Context: an optimization exercise on an open-source flow, tuned for a short achievable clock period and few clock cycles. The choices shown serve that exercise and are no tape-out recipe.
The RTL was checked by simulation tests, not by an equivalence proof against the original design.
No activity file was given, so power comes from the tool's default toggle rates.

Setup of gamma:
// ayatsuki_top
module ayatsuki_top (
    input  logic        clk,
    input  logic        rst_i,
    input  logic [31:0] inst_i,
    output logic [31:0] inst_addr_o,
    output logic        dmem_we_o,
    output logic        dmem_re_o,
    output logic [31:0] dmem_addr_o,
    output logic [31:0] dmem_wdata_o,
    input  logic [31:0] dmem_rdata_i
);
    ayatsuki_core u_core (
        .clk          (clk),
        .rst_i        (rst_i),
        .inst_i       (inst_i),
        .inst_addr_o  (inst_addr_o),
        .dmem_we_o    (dmem_we_o),
        .dmem_re_o    (dmem_re_o),
        .dmem_addr_o  (dmem_addr_o),
        .dmem_wdata_o (dmem_wdata_o),
        .dmem_rdata_i (dmem_rdata_i)
    );
endmodule
Size in the first run: roughly 8000 cells after synthesis, about 1900 flip-flops, about 99000 sq um of cells after synthesis.
clock: 10.0 ns
lec_check: 0
abc_clock_period_in_ps: 3000
cap_margin: 20
core_margin: 2
core_utilization: 40
place_density: 0.6
slew_margin: 20
standard.sh (not shown) runs the stock make flow with config.mk's settings and CLKGATE_MAP_FILE= SYNTH_SCRIPT=/design/flow/synth_recipe.tcl, a recipe that flattens the netlist after the stock synthesis.
==> flow/flow/run.sh <==
#!/bin/bash
# The standard layout, with timing repair aimed at a shorter period than the clock's
# (the constraints stay the design's): repair works until the setup slack is MARGIN ns,
# and may resize cells to any footprint.
set -euo pipefail
MARGIN=$(cat flow/margin.txt)
bash standard.sh SETUP_SLACK_MARGIN=$MARGIN MATCH_CELL_FOOTPRINT=0 finish > make_finish.log 2>&1
==> flow/flow/margin.txt <==
6.3
Testbench counts of gamma, summed over its fixed seeds: cycles 95,304.
Edits applied to the flow inputs when going from gamma to alpha:
--- a/flow/design.v
+++ b/flow/design.v
@@ -30,25 +30,25 @@
     output logic        dmem_we_o,
     output logic        dmem_re_o,
     output logic [31:0] dmem_addr_o,
     output logic [31:0] dmem_wdata_o,
     input  logic [31:0] dmem_rdata_i
 );
     logic [31:0] pc_f;
     logic        i_v;         
     logic [31:0] i_pc;        
     logic        i_pred;      
     logic [31:13] i_h13p, i_h13m;
     logic        btb_v   [0:7];
-    logic [6:0]  btb_tag [0:7];
+    logic [26:0] btb_tag [0:7];
     logic [30:0] btb_tgt [0:7];
     logic        e_rwe_q, e_load_q, e_store_q, e_jalr_q, e_jal_q, e_isbr_q, e_pred, e_bhit, e_mp_q;
     logic        e_kill;
     logic        e_haz;       
     logic        e_rwe, e_load, e_store, e_jalr, e_jal, e_isbr, e_mp;
     logic        e_beq, e_bne, e_blt, e_bge;
     logic        e_req, e_rne, e_rlt, e_rge;    
     logic [4:0]  e_rd;
     logic [31:0] e_pc, e_imm_t, e_pc4, e_pass;
     logic [31:12] e_immu;
     logic        e_auipc;
     logic [31:0] e_a1, e_b1, e_s21;        
@@ -67,41 +67,41 @@
     logic [31:0] ex_target;
     logic        d_refetch;
     logic        d_take;
     logic [31:0] f_next, d_next, pc_next;
     logic        d_early;     
     logic [31:0] d_etgt;
     logic        btb_hit;
     logic [31:0] btb_target;
     logic [7:0]  bhit;
     always_comb begin
         btb_target = 32'd0;
         for (int k = 0; k < 8; k++) begin
-            bhit[k] = btb_v[k] && (pc_f[4:2] == k[2:0]) && (btb_tag[k] == pc_f[11:5]);
+            bhit[k] = btb_v[k] && (pc_f[4:2] == k[2:0]) && (btb_tag[k] == pc_f[31:5]);
             btb_target = btb_target | ({32{bhit[k]}} & {btb_tgt[k], 1'b0});
         end
     end
-    assign btb_hit = (|bhit) && (pc_f[31:12] == 20'd0);
+    assign btb_hit = |bhit;
     always_ff @(posedge clk) begin
         i_pc   <= pc_f;
         i_h13p <= pc_f[31:13] + 19'd1;
         i_h13m <= pc_f[31:13] - 19'd1;
         i_pred <= btb_hit;
         i_v    <= !(rst_i || ex_redirect || d_early);
         pc_f   <= pc_next;
     end
     assign d_take  = !rst_i && d_early;
     assign f_next  = rst_i ? 32'd0 : (btb_hit ? btb_target : pc_f + 32'd4);
     assign d_next  = d_take ? d_etgt : f_next;
-    assign pc_next = (!e_kill && e_jalr_q) ? {sum[31:1], 1'b0} : (ex_redirect ? ex_target : d_next);
+    assign pc_next = ex_redirect ? ex_target : d_next;
     assign inst_addr_o = pc_f;
     logic [6:0]  opc;
     logic [2:0]  f3;
     logic [4:0]  rd, rs1, rs2;
     logic        is_op, is_opimm, is_lui, is_auipc, is_load, is_store, is_br, is_jal, is_jalr;
     logic        use1, use2, rwe, alt;
     logic [31:0] imm_i, imm_s, imm_b, imm_u, imm_j;
     logic [31:0] rf1, rf2;
     logic [31:0] d_pc4;
     assign opc = inst_i[6:0];
     assign f3  = inst_i[14:12];
     assign rd  = inst_i[11:7];
@@ -263,35 +263,34 @@
     assign eq_ms = (m_res == e_s21);
     assign eq_am = (e_a1 == m_res);
     assign lt_as = ($signed(e_a1) < $signed(e_s21));
     assign lt_ms = ($signed(m_res) < $signed(e_s21));
     assign lt_am = ($signed(e_a1) < $signed(m_res));
     assign eq = e_f1m ? (e_f2m ? 1'b1 : eq_ms) : (e_f2m ? eq_am : eq_as);
     assign lt = e_f1m ? (e_f2m ? 1'b0 : lt_ms) : (e_f2m ? lt_am : lt_as);
     assign cond = (e_beq && eq) || (e_bne && !eq) || (e_blt && lt) || (e_bge && !lt);
     assign ex_redirect = !e_kill && (e_haz || e_mp_q || (e_req && eq) || (e_rne && !eq) || (e_rlt && lt)
                                      || (e_rge && !lt));
     logic [31:0] e_tgt;
     assign e_tgt       = e_pc + e_imm_t;
-    assign ex_target   = e_haz ? e_pc : (e_pred ? e_pc4 : e_tgt);
+    assign ex_target   = e_haz ? e_pc : (e_jalr ? {sum[31:1], 1'b0} : (e_pred ? e_pc4 : e_tgt));
     logic        bu_we, bu_v;
     logic [2:0]  bu_idx;
-    logic [6:0]  bu_tag;
+    logic [26:0] bu_tag;
     logic [30:0] bu_tgt;
     always_ff @(posedge clk) begin
-        bu_we  <= !rst_i && (e_pc[31:12] == 20'd0)
-                  && ((e_isbr && (cond != e_bhit)) || (e_jal && !e_bhit));
+        bu_we  <= !rst_i && ((e_isbr && (cond != e_bhit)) || (e_jal && !e_bhit));
         bu_v   <= !e_isbr || cond;
         bu_idx <= e_pc[4:2];
-        bu_tag <= e_pc[11:5];
+        bu_tag <= e_pc[31:5];
         bu_tgt <= e_tgt[31:1];
     end
     always_ff @(posedge clk) begin
         if (rst_i) begin
             for (int k = 0; k < 8; k++) btb_v[k] <= 1'b0;
         end else if (bu_we) begin
             btb_v[bu_idx] <= bu_v;
         end
     end
     always_ff @(posedge clk) begin
         if (bu_we) begin
             btb_tag[bu_idx] <= bu_tag;
==> comparison <==
Sequential power in alpha vs gamma: up 8.3%. In alpha relative to gamma, number of flip-flops and latches had gone up by a little under 10%. Core util | alpha vs gamma | alpha higher. Setup slack: alpha more than gamma. On alpha: synthesized cell count is about 6% higher than what gamma gave. alpha: post-synth net total is 494 higher than what gamma reported.
Testbench counts of alpha, summed over its fixed seeds: cycles 95,304.

what the ideal ports hide:
Ports are ideal in the flow. The routed layouts listed here were re-timed in OpenROAD.
Step 1 sets driving cells, clkbuf_16 on the clock port and buf_2 on the other inputs (assumed; they add their load-dependent delay and slew).
Step 2 moves the port delays by t, midway between the first and last clock arrival at a register: inputs arrive t later, outputs are due t later. That takes back most of the time a late clock gives input paths.
Three values: ideal ports, drivers, drivers and shift; two values: the first two.
| run | t (ns) | slack for setup (ns) | hold slack, ns | cell pins on the clock port's net |
|---|---|---|---|---|
| gamma | 0.952 | 5.887 / 5.657 / 4.706 | 0.399 / 0.399 / 0.399 | 1 |
| alpha | 0.965 | 5.910 / 5.812 / 4.847 | 0.385 / 0.385 / 0.385 | 1 |
After both steps setup and hold are still met in every run listed. The setup slack of gamma, which loses most, moves by -0.230 ns with the drivers and by -1.181 ns with both steps.
